From an optimization exercise on the open Yosys and OpenROAD flow, aimed at small area, a short achievable clock period and few clock cycles per item; shortcuts taken in it are not production practice.
In this exercise RTL edits were held to simulation tests only and were not proved equivalent to the original.

**flow/run.sh**
```bash
#!/bin/bash
# synth_recipe.tcl (not shown) runs the flow's synth.tcl, then flattens the netlist and writes it again
# the make line also repeats each setting of config.mk as NAME=value (left out here)
make -C /OpenROAD-flow-scripts/flow DESIGN_CONFIG=/design/flow/config.mk WORK_HOME=/design/flow/orfs CLKGATE_MAP_FILE= SYNTH_SCRIPT=/design/flow/synth_recipe.tcl finish
```
**flow/design.v**
```verilog
package chol_types_pkg;
  typedef logic signed [8-1:0] sample_t;
  typedef logic signed [32-1:0] l_word_t;
  typedef logic signed [64-1:0] acc_t;
  typedef logic [$clog2(16)-1:0] band_t;
  typedef logic [$clog2(4)-1:0] em_t;
  typedef logic [$clog2(4*(4+1)/2)-1:0] tri_addr_t;
endpackage
package chol_ctrl_pkg;
  typedef enum logic [2:0] {
    IDLE,
    READ,    
    SUM,     
    DIV,     
    SQRT,    
    DONE
  } phase_t;
  typedef enum logic [1:0] {
    HOLD,
    CLEAR,
    ACC
  } mac_op_t;
endpackage
`timescale 1ns/1ps
module dot_mac (
  input  logic                    clk,
  input  logic                    rst,
  input  chol_ctrl_pkg::mac_op_t  mac_op,
  input  chol_types_pkg::l_word_t mac_a,
  input  chol_types_pkg::l_word_t mac_b,
  output chol_types_pkg::acc_t    mac_acc
);
  chol_types_pkg::acc_t prod;
  assign prod = mac_a * mac_b;    
  always_ff @(posedge clk) begin
    if (rst) begin
      mac_acc <= '0;
    end else begin
      case (mac_op)
        chol_ctrl_pkg::CLEAR: mac_acc <= '0;
        chol_ctrl_pkg::ACC:   mac_acc <= mac_acc + prod;
        default:              mac_acc <= mac_acc;
      endcase
    end
  end
endmodule
`timescale 1ns/1ps
module fx_divider (
  input  logic                    clk,
  input  logic                    rst,
  input  logic                    div_go,
  input  chol_types_pkg::acc_t    dividend,
  input  chol_types_pkg::l_word_t divisor,
  output logic                    div_done,
  output chol_types_pkg::l_word_t quotient
);
  localparam int STEPS = 64;    
  logic                                  running;
  logic [$clog2(66)-1:0]   cnt;
  logic [64-1:0]                q;        
  logic [32:0]                    rem;
  logic [32:0]                    d_mag;
  logic [32:0]                    trial;
  logic                                  neg;
  logic                                  d_zero;
  assign trial = {rem[32-1:0], q[64-1]};
  always_ff @(posedge clk) begin
    if (rst) begin
      running  <= 1'b0;
      cnt      <= '0;
      div_done <= 1'b0;
    end else begin
      div_done <= 1'b0;
      if (div_go) begin
        running <= 1'b1;
        cnt     <= 1;
      end else if (running) begin
        cnt <= cnt + 1'b1;
        if (cnt == 66 - 1) begin
          running  <= 1'b0;
          div_done <= 1'b1;
        end
      end
    end
  end
  always_ff @(posedge clk) begin
    if (div_go) begin
      q      <= dividend[64-1] ? -dividend : dividend;
      d_mag  <= {1'b0, (divisor[32-1] ? -divisor : divisor)};
      rem    <= '0;
      neg    <= dividend[64-1] ^ divisor[32-1];
      d_zero <= (divisor == '0);
    end else if (running && (cnt <= STEPS)) begin
      if (trial >= d_mag) begin
        rem <= trial - d_mag;
        q   <= {q[64-2:0], 1'b1};
      end else begin
        rem <= trial;
        q   <= {q[64-2:0], 1'b0};
      end
    end else if (running) begin
      if (d_zero) begin
        quotient <= '0;
      end else begin
        quotient <= neg ? -q[32-1:0] : q[32-1:0];
      end
    end
  end
endmodule
`timescale 1ns/1ps
module fx_sqrt (
  input  logic                    clk,
  input  logic                    rst,
  input  logic                    sqrt_go,
  input  chol_types_pkg::acc_t    radicand,
  output logic                    sqrt_done,
  output chol_types_pkg::l_word_t root
);
  localparam int STEPS = 33 - 1;    
  logic                                 running;
  logic [$clog2(33)-1:0] cnt;
  logic [64-1:0]               x;
  logic [32-1:0]                 r;
  logic [32+2:0]                 rem;
  logic [32+2:0]                 rem_sh;
  logic [32+2:0]                 trial;
  assign rem_sh = {rem[32:0], x[64-1 -: 2]};
  assign trial  = {1'b0, r, 2'b01};
  assign root   = chol_types_pkg::l_word_t'(r);
  always_ff @(posedge clk) begin
    if (rst) begin
      running   <= 1'b0;
      cnt       <= '0;
      sqrt_done <= 1'b0;
    end else begin
      sqrt_done <= 1'b0;
      if (sqrt_go) begin
        running <= 1'b1;
        cnt     <= 1;
      end else if (running) begin
        cnt <= cnt + 1'b1;
        if (cnt == STEPS) begin
          running   <= 1'b0;
          sqrt_done <= 1'b1;    
        end
      end
    end
  end
  always_ff @(posedge clk) begin
    if (sqrt_go) begin
      x   <= radicand;
      r   <= '0;
      rem <= '0;
    end else if (running) begin
      x <= {x[64-3:0], 2'b00};
      if (rem_sh >= trial) begin
        rem <= rem_sh - trial;
        r   <= {r[32-2:0], 1'b1};
      end else begin
        rem <= rem_sh;
        r   <= {r[32-2:0], 1'b0};
      end
    end
  end
endmodule
`timescale 1ns/1ps
module tri_store (
  input  logic                    clk,
  input  logic                    rst,
  input  chol_types_pkg::em_t     a_row,
  input  chol_types_pkg::em_t     a_col,
  input  chol_types_pkg::em_t     b_row,
  input  chol_types_pkg::em_t     b_col,
  output chol_types_pkg::l_word_t a_data,
  output chol_types_pkg::l_word_t b_data,
  input  logic                    wr_en,
  input  chol_types_pkg::em_t     wr_row,
  input  chol_types_pkg::em_t     wr_col,
  input  chol_types_pkg::l_word_t wr_data,
  input  logic                    rd_valid,
  input  chol_types_pkg::em_t     rd_row,
  input  chol_types_pkg::em_t     rd_col,
  output chol_types_pkg::l_word_t rd_data,
  output logic                    rd_data_valid
);
  localparam int ENTRIES = 4 * (4 + 1) / 2;
  chol_types_pkg::l_word_t mem [ENTRIES];    
  function automatic logic [$clog2(ENTRIES)-1:0] tri_addr(input logic [$clog2(4)-1:0] row,
                                                          input logic [$clog2(4)-1:0] col);
    logic [$clog2(ENTRIES)-1:0] r;
    r = {{($clog2(ENTRIES)-$clog2(4)){1'b0}}, row};
    tri_addr = ((r * (r + 1'b1)) >> 1) + {{($clog2(ENTRIES)-$clog2(4)){1'b0}}, col};
  endfunction
  assign a_data = mem[tri_addr(a_row, a_col)];
  assign b_data = mem[tri_addr(b_row, b_col)];
  always_ff @(posedge clk) begin
    if (wr_en) mem[tri_addr(wr_row, wr_col)] <= wr_data;
  end
  always_ff @(posedge clk) begin
    if (rd_valid) begin
      rd_data <= (rd_col > rd_row) ? '0 : mem[tri_addr(rd_row, rd_col)];    
    end
  end
  always_ff @(posedge clk) begin
    if (rst) rd_data_valid <= 1'b0;
    else     rd_data_valid <= rd_valid;
  end
endmodule
`timescale 1ns/1ps
module chol_sequencer (
  input  logic                    clk,
  input  logic                    rst,
  input  logic                    start,
  input  chol_types_pkg::em_t     size,
  output logic                    addr_valid,
  output chol_types_pkg::band_t   u_band,
  output chol_types_pkg::em_t     u_col,
  output chol_types_pkg::band_t   vec_band,
  input  chol_types_pkg::sample_t u_data,
  input  chol_types_pkg::sample_t vec_data,
  input  logic                    data_valid,
  output logic                    busy,
  output logic                    done,
  output logic                    singular,
  output chol_ctrl_pkg::mac_op_t  mac_op,
  output chol_types_pkg::l_word_t mac_a,
  output chol_types_pkg::l_word_t mac_b,
  input  chol_types_pkg::acc_t    mac_acc,
  output logic                    div_go,
  output chol_types_pkg::acc_t    dividend,
  output chol_types_pkg::l_word_t divisor,
  input  logic                    div_done,
  input  chol_types_pkg::l_word_t quotient,
  output logic                    sqrt_go,
  output chol_types_pkg::acc_t    radicand,
  input  logic                    sqrt_done,
  input  chol_types_pkg::l_word_t root,
  output chol_types_pkg::em_t     a_row,
  output chol_types_pkg::em_t     a_col,
  output chol_types_pkg::em_t     b_row,
  output chol_types_pkg::em_t     b_col,
  input  chol_types_pkg::l_word_t a_data,
  input  chol_types_pkg::l_word_t b_data,
  output logic                    wr_en,
  output chol_types_pkg::em_t     wr_row,
  output chol_types_pkg::em_t     wr_col,
  output chol_types_pkg::l_word_t wr_data
);
  localparam chol_types_pkg::band_t LAST_BAND = chol_types_pkg::band_t'(16 - 1);
  chol_ctrl_pkg::phase_t   phase;
  chol_types_pkg::em_t     size_r;    
  chol_types_pkg::band_t   rx_band;
  chol_types_pkg::em_t     rx_col;
  logic                    g_wr;      
  chol_types_pkg::em_t     g_col;
  chol_types_pkg::l_word_t g_buf [4];
  chol_types_pkg::acc_t    prev_sum;
  chol_types_pkg::em_t     j;
  chol_types_pkg::em_t     k;
  chol_types_pkg::acc_t    temp;
  chol_types_pkg::acc_t    temp_sh;
  logic                    at_eval;
  logic                    last_col;
  logic                    bad_diag;
  assign vec_band = u_band;
  assign busy     = (phase != chol_ctrl_pkg::IDLE);
  assign done     = (phase == chol_ctrl_pkg::DONE);
  assign temp     = (chol_types_pkg::acc_t'(g_buf[j]) <<< 8) - (mac_acc >>> 8);
  assign temp_sh  = temp <<< 8;
  assign at_eval  = (phase == chol_ctrl_pkg::SUM) && (k == j);
  assign last_col = (j == size_r);
  assign bad_diag = (temp <= 0);
  assign div_go   = at_eval && !last_col;
  assign sqrt_go  = at_eval && last_col && !bad_diag;
  assign dividend = temp_sh;
  assign radicand = temp_sh;
  assign divisor  = b_data;    
  assign a_row = size_r;
  assign a_col = k;
  assign b_row = j;
  assign b_col = k;
  assign wr_row = size_r;
  assign wr_col = j;
  always_comb begin
    wr_en   = 1'b0;
    wr_data = quotient;
    case (phase)
      chol_ctrl_pkg::DIV:  wr_en = div_done;
      chol_ctrl_pkg::SQRT: begin
        wr_en   = sqrt_done;
        wr_data = root;
      end
      chol_ctrl_pkg::SUM: begin
        wr_en   = at_eval && last_col && bad_diag;    
        wr_data = '0;
      end
      default: wr_en = 1'b0;
    endcase
  end
  always_comb begin
    mac_op = chol_ctrl_pkg::HOLD;
    mac_a  = a_data;
    mac_b  = b_data;
    case (phase)
      chol_ctrl_pkg::READ: begin
        mac_op = data_valid ? chol_ctrl_pkg::ACC : chol_ctrl_pkg::CLEAR;
        mac_a  = chol_types_pkg::l_word_t'(u_data);
        mac_b  = chol_types_pkg::l_word_t'(vec_data);
      end
      chol_ctrl_pkg::SUM: mac_op = (k == j) ? chol_ctrl_pkg::CLEAR : chol_ctrl_pkg::ACC;
      default: mac_op = chol_ctrl_pkg::HOLD;
    endcase
  end
  always_ff @(posedge clk) begin
    if (rst) begin
      phase      <= chol_ctrl_pkg::IDLE;
      addr_valid <= 1'b0;
      singular   <= 1'b0;
      size_r     <= '0;
      u_band     <= '0;
      u_col      <= '0;
      rx_band    <= '0;
      rx_col     <= '0;
      g_wr       <= 1'b0;
      j          <= '0;
      k          <= '0;
    end else begin
      g_wr <= data_valid && (rx_band == LAST_BAND);
      if (data_valid) begin
        if (rx_band == LAST_BAND) begin
          rx_band <= '0;
          rx_col  <= rx_col + 1'b1;
        end else begin
          rx_band <= rx_band + 1'b1;
        end
      end
      case (phase)
        chol_ctrl_pkg::IDLE: begin
          if (start) begin
            size_r     <= size;
            addr_valid <= 1'b1;
            u_band     <= '0;
            u_col      <= '0;
            rx_band    <= '0;
            rx_col     <= '0;
            singular   <= 1'b0;
            phase      <= chol_ctrl_pkg::READ;
          end
        end
        chol_ctrl_pkg::READ: begin
          if (addr_valid) begin    
            if (u_band == LAST_BAND) begin
              u_band <= '0;
              if (u_col == size_r) begin
                addr_valid <= 1'b0;
              end else begin
                u_col <= u_col + 1'b1;
              end
            end else begin
              u_band <= u_band + 1'b1;
            end
          end
          if (g_wr && (g_col == size_r)) begin
            j     <= '0;
            k     <= '0;
            phase <= chol_ctrl_pkg::SUM;
          end
        end
        chol_ctrl_pkg::SUM: begin
          if (k != j) begin
            k <= k + 1'b1;
          end else if (!last_col) begin
            phase <= chol_ctrl_pkg::DIV;
          end else if (bad_diag) begin
            singular <= 1'b1;
            phase    <= chol_ctrl_pkg::DONE;
          end else begin
            phase <= chol_ctrl_pkg::SQRT;
          end
        end
        chol_ctrl_pkg::DIV: begin
          if (div_done) begin
            j     <= j + 1'b1;
            k     <= '0;
            phase <= chol_ctrl_pkg::SUM;
          end
        end
        chol_ctrl_pkg::SQRT: if (sqrt_done) phase <= chol_ctrl_pkg::DONE;
        chol_ctrl_pkg::DONE: phase <= chol_ctrl_pkg::IDLE;
        default: phase <= chol_ctrl_pkg::IDLE;
      endcase
    end
  end
  always_ff @(posedge clk) begin
    g_col <= rx_col;
    if (phase == chol_ctrl_pkg::IDLE) begin
      prev_sum <= '0;
    end else if (g_wr) begin
      g_buf[g_col] <= chol_types_pkg::l_word_t'(mac_acc - prev_sum);
      prev_sum     <= mac_acc;
    end
  end
endmodule
`timescale 1ns/1ps
module chol_update_top (
  input  logic                    clk,
  input  logic                    rst,
  input  logic                    start,
  input  chol_types_pkg::em_t     size,
  output logic                    addr_valid,
  output chol_types_pkg::band_t   u_band,
  output chol_types_pkg::em_t     u_col,
  output chol_types_pkg::band_t   vec_band,
  input  chol_types_pkg::sample_t u_data,
  input  chol_types_pkg::sample_t vec_data,
  input  logic                    data_valid,
  output logic                    busy,
  output logic                    done,
  output logic                    singular,
  input  logic                    rd_valid,
  input  chol_types_pkg::em_t     rd_row,
  input  chol_types_pkg::em_t     rd_col,
  output chol_types_pkg::l_word_t rd_data,
  output logic                    rd_data_valid
);
  chol_ctrl_pkg::mac_op_t  mac_op;
  chol_types_pkg::l_word_t mac_a;
  chol_types_pkg::l_word_t mac_b;
  chol_types_pkg::acc_t    mac_acc;
  logic                    div_go;
  chol_types_pkg::acc_t    dividend;
  chol_types_pkg::l_word_t divisor;
  logic                    div_done;
  chol_types_pkg::l_word_t quotient;
  logic                    sqrt_go;
  chol_types_pkg::acc_t    radicand;
  logic                    sqrt_done;
  chol_types_pkg::l_word_t root;
  chol_types_pkg::em_t     a_row;
  chol_types_pkg::em_t     a_col;
  chol_types_pkg::em_t     b_row;
  chol_types_pkg::em_t     b_col;
  chol_types_pkg::l_word_t a_data;
  chol_types_pkg::l_word_t b_data;
  logic                    wr_en;
  chol_types_pkg::em_t     wr_row;
  chol_types_pkg::em_t     wr_col;
  chol_types_pkg::l_word_t wr_data;
  chol_sequencer seq_i (.*);
  dot_mac        mac_i (.*);
  fx_divider     div_i (.*);
  fx_sqrt        sqrt_i (.*);
  tri_store      store_i (.*);
endmodule
```
**flow/constraint.sdc**
```tcl
create_clock -name core_clock -period 12.0 [get_ports {clk}]
set_input_delay 2.4000 -clock core_clock [delete_from_list [all_inputs] [get_ports {clk}]]
set_output_delay 2.4000 -clock core_clock [all_outputs]
set_load 0.01 [all_outputs]
```
**flow/config.mk**
```make
export PLATFORM = sky130hd
export DESIGN_NAME = chol_update_top
export DESIGN_NICKNAME = chol_update_top
export VERILOG_FILES = /design/flow/design.v
export SDC_FILE = /design/flow/constraint.sdc
export NUM_CORES = 4
export LEC_CHECK = 0
export CAP_MARGIN = 20
export CORE_MARGIN = 2
export CORE_UTILIZATION = 40
export SLEW_MARGIN = 20
```
==> run_results.csv <==
group,metric,value,unit
route,first_pass_iters,6,
route,drc,0,
yosys,count_of_unique_library_cells_instantiated_by_yosys,100,
yosys,synth_flop_cell,"edfxtp_1",
grt,grt_pass1_vias,70700,
critical_path,cp_slowest_stage_delay,0.77,ns
yosys,synth.cell_area,0.0904,mm²
cells_and_area,final_cell_mix,"inv_1, fa_1, nand2_1",
timing,worstMarginPinSlew,1.04,ns
timing,max_freq,0.0862,GHz
timing,skew,0.0856,ns
placed_design,numPlacedInstances,12200,
timing,setup-tns-final,0,ns
timing,setup_repair_after_global_routing_missed_its_margin,"false",
route,routed_wl,310000,µm
yosys,ys_async_sr_fraction,0,%
critical_path,cp.arrival,12.23,ns
route,vias_per_cell,5.52,
critical_path,critical_path_class,"reg2reg",
cts,worst_skew_pair.late_latency,0.79,ns
placed_design,place_area,0.0989,mm²
cts,cts.sink_count,905,
yosys,synth.net_count,10600,
yosys,syn_area_per_cell,10.1,µm²
floorplanning,start_util,40.2,%
cts,clk_pin_slew,0.06,ns
grt,grt_start_max_net_pins,82,
floorplanning,die_h,479,µm
cts,tritoncts,"done",
grt,grt_first_pass_wirelength,464000,µm
timing,timing.slew.headroom,30.4,%
cts,cts-root-to-sink-buffers,3,
floorplanning,ioPinCount,74,
yosys,yosysWarnings,5,
run,drv.max_cap_violation_count,0,
placed_design,hpwl,244000,µm
run_status,status,"finished clean",
timing,timing_max_transition_violations_final,0,
floorplanning,die_w,479,µm
cells_and_area,stdcell_area,0.103,mm²
cts,cts_root_buf,"clkbuf_16",
route,antenna_left,0,
cts,clock_buffer_count_from_cts,101,
placed_design,port-buffer-count,73,
route,dr.first_iter.drc_count,6773,
timing,hold_slack,0.355,ns
route,drt-wirelength-per-cell,25.1,µm
yosys,syn-instance-count,8992,
critical_path,worst-endpoint-required,12.64,ns
yosys,yosysSeqAreaShare,27.4,%
timing,hold_viol,0,
cts,htreeDepth,3,
cells_and_area,drive_gt1_share,11.9,%
critical_path,cp_max_fo,13,
floorplanning,core_region_area,0.225,mm²
cts,post_cts_hold_buffer_count,0,
critical_path,cp_common_cell,"fa_1",
floorplanning,die-area,0.230,mm²
cells_and_area,fin_nets,10900,
cells_and_area,mostFrequentLayoutCell,"inv_1",
critical_path,worstSetupEndpointType,"flip-flop",
hold_path,timing.hold.worst.class,"reg2reg",
critical_path,timing.critical_path.slowest_stage_cell,"fa_2",
grt,initial_antenna_violation_count,14,
grt,grt_util_all_layers,27.2,%
grt,grt_overflow,0,
cells_and_area,layout.core_utilization,45.6,%
timing,final_period_minus_worst_setup_slack,11.60,ns
critical_path,cp-start-kind,"flip-flop",
route,detailroute.via_count,68300,
timing,setup_viol_count_final,0,
cells_and_area,final-instance-count-excl-fill,12400,
cells_and_area,filler_cell_count,21000,
cells_and_area,synthToLayoutAreaGrowth,13.4,%
timing,final_min_period_over_clock_period,96.7,%
placed_design,gp_routability_congestion,1.01,
critical_path,crit_buf_inv,11,
yosys,flip_flop_and_latch_count_after_synthesis,905,
floorplanning,core.rowCount,174,
yosys,synth-edff-count,666,
critical_path,critical-path-top-delay-family,"adder cells",
final cells by class:
type	instances	area (µm²)	area share, %
multi-input cells	6120	58700	57.3
flip-flops and latches	905	24800	24.2
repair buffers	623	6010	5.87
inverters	1528	5740	5.59
well taps	2992	3740	3.65
clock buffers	125	2720	2.66
clock inverters	64	786	0.766
diodes	3	7.51	0.00732
synthesized netlist by cell type, types with 36 or more instances:
| cell type | number | area (µm²) |
|---|---|---|
| a211oi_1 | 160 | 1200 |
| a21o_1 | 99 | 743 |
| a21oi_1 | 332 | 1660 |
| a22o_1 | 56 | 490 |
| a22oi_1 | 36 | 270 |
| a31oi_1 | 65 | 407 |
| and2_1 | 37 | 231 |
| buf_1 | 48 | 180 |
| clkbuf_1 | 364 | 1370 |
| dfxtp_1 | 239 | 4780 |
| edfxtp_1 | 666 | 20000 |
| fa_1 | 1216 | 24300 |
| ha_1 | 391 | 4890 |
| inv_1 | 1525 | 5720 |
| mux2i_1 | 147 | 1470 |
| mux4_2 | 224 | 5040 |
| nand2_1 | 1035 | 3880 |
| nand2b_1 | 54 | 338 |
| nand3_1 | 72 | 360 |
| nor2_1 | 879 | 3300 |
| nor2b_1 | 99 | 619 |
| nor3_1 | 84 | 420 |
| o21a_1 | 56 | 420 |
| o21ai_0 | 269 | 1350 |
| o21ai_1 | 43 | 215 |
| xnor2_1 | 204 | 1790 |
| xor2_1 | 133 | 1160 |
path summary, 6_finish.rpt:
| kind | from | to | slack [ns] | depth (start not counted) |
|---|---|---|---|---|
| worst max-delay path | seq_i.j[1] | mac_i.mac_acc[63] | 0.40 | 41 |
| worst min-delay path | seq_i.rx_col[0] | seq_i.g_col[0] | 0.35 | 0 |
| worst max register to register | seq_i.j[1] | mac_i.mac_acc[63] | 0.40 | 41 |
| worst min register to register | seq_i.rx_col[0] | seq_i.g_col[0] | 0.35 | 0 |
flip-flops by register name (all words and copies together) (netlist names), 4 cells and up, named ones only:
register and count:
div_i.q 64, div_i.d_mag 32, sqrt_i.x 56, store_i.rd_data 32, div_i.cnt 7, seq_i.u_band 4, mac_i.mac_acc 64, seq_i.g_buf 128
seq_i.rx_band 4, sqrt_i.r 32, div_i.rem 32, div_i.quotient 32, store_i.mem 320, sqrt_i.cnt 6, sqrt_i.rem 33, seq_i.prev_sum 32
routing by layer:
metal  GRT usage (%)  wire, µm
met1            36.1    126000
met4            11.9     16000
met5               0        72
met3            6.75     29200
met2            42.2    139000
metrics by stage:
stage / worst slack [ns]
after floorplan: 0.445
after global placement: 0.197
after detailed placement: 0.175
after CTS: 0.375
after global routing: 0.0340
final: 0.402
timing repair:
item	4_1_cts	5_1_grt
resized for setup	0	4
setup buffers	0	2
setup endpoints to repair	0	10
worst register-to-register path, delay by kind of cell (launching register included):
family | cells | cell delay (ns)
buffers and inverters | 11 | 1.81
multiplexers | 2 | 0.52
XOR/XNOR | 1 | 0.15
flip-flops | 1 | 0.40
AO/OA/AOI/OAI | 9 | 2.22
AND/OR/NAND/NOR | 6 | 0.71
adder cells (fa/ha/maj) | 12 | 5.65
cells by family (layout without fill, tap and decap cells):
logic type      after synthesis  count (layout)  share of synthesized area (%)
simple gates               2435            2435                           11.5
buf+inv                    1967            2340                           8.22
fa+ha+maj                  1607            1607                           32.3
compound gates             1322            1322                           9.44
flops                       905             905                           27.4
mux                         419             419                           7.81
xor+xnor                    337             337                           3.27
other cells                   0               3                              0
Testbench counts, summed over its fixed seeds: cycles 141,392, updates 768.

==> re-timing with driven ports <==
In the flow no input, the clock included, has a driving cell. The finished layout below was timed again as built, in two steps.
Step 1 (the two cells are an assumption about what drives the block):
set clk [get_ports {clk}]
set_driving_cell -lib_cell sky130_fd_sc_hd__clkbuf_16 $clk
set_driving_cell -lib_cell sky130_fd_sc_hd__buf_2 [delete_from_list [all_inputs] $clk]
Step 2 times the ports against the registers' clock, not the clock port: input delays grow and output delays shrink by t, the midpoint of the rising clock arrivals with the driver on.
Slacks: ideal ports / drivers / drivers and shift; pairs: ideal ports / drivers.
t (ns): 0.821
setup slack, ns: 0.402 / 0.402 / -0.021
worst register clock-pin slew, ns: 0.07 / 0.07
worst slew at a driven data input, ns: 0.14
Met with ideal ports but missed after step 2: setup timing in this run. For this run, drivers alone change the setup slack by 0.000 ns; drivers and shift together by -0.423 ns.
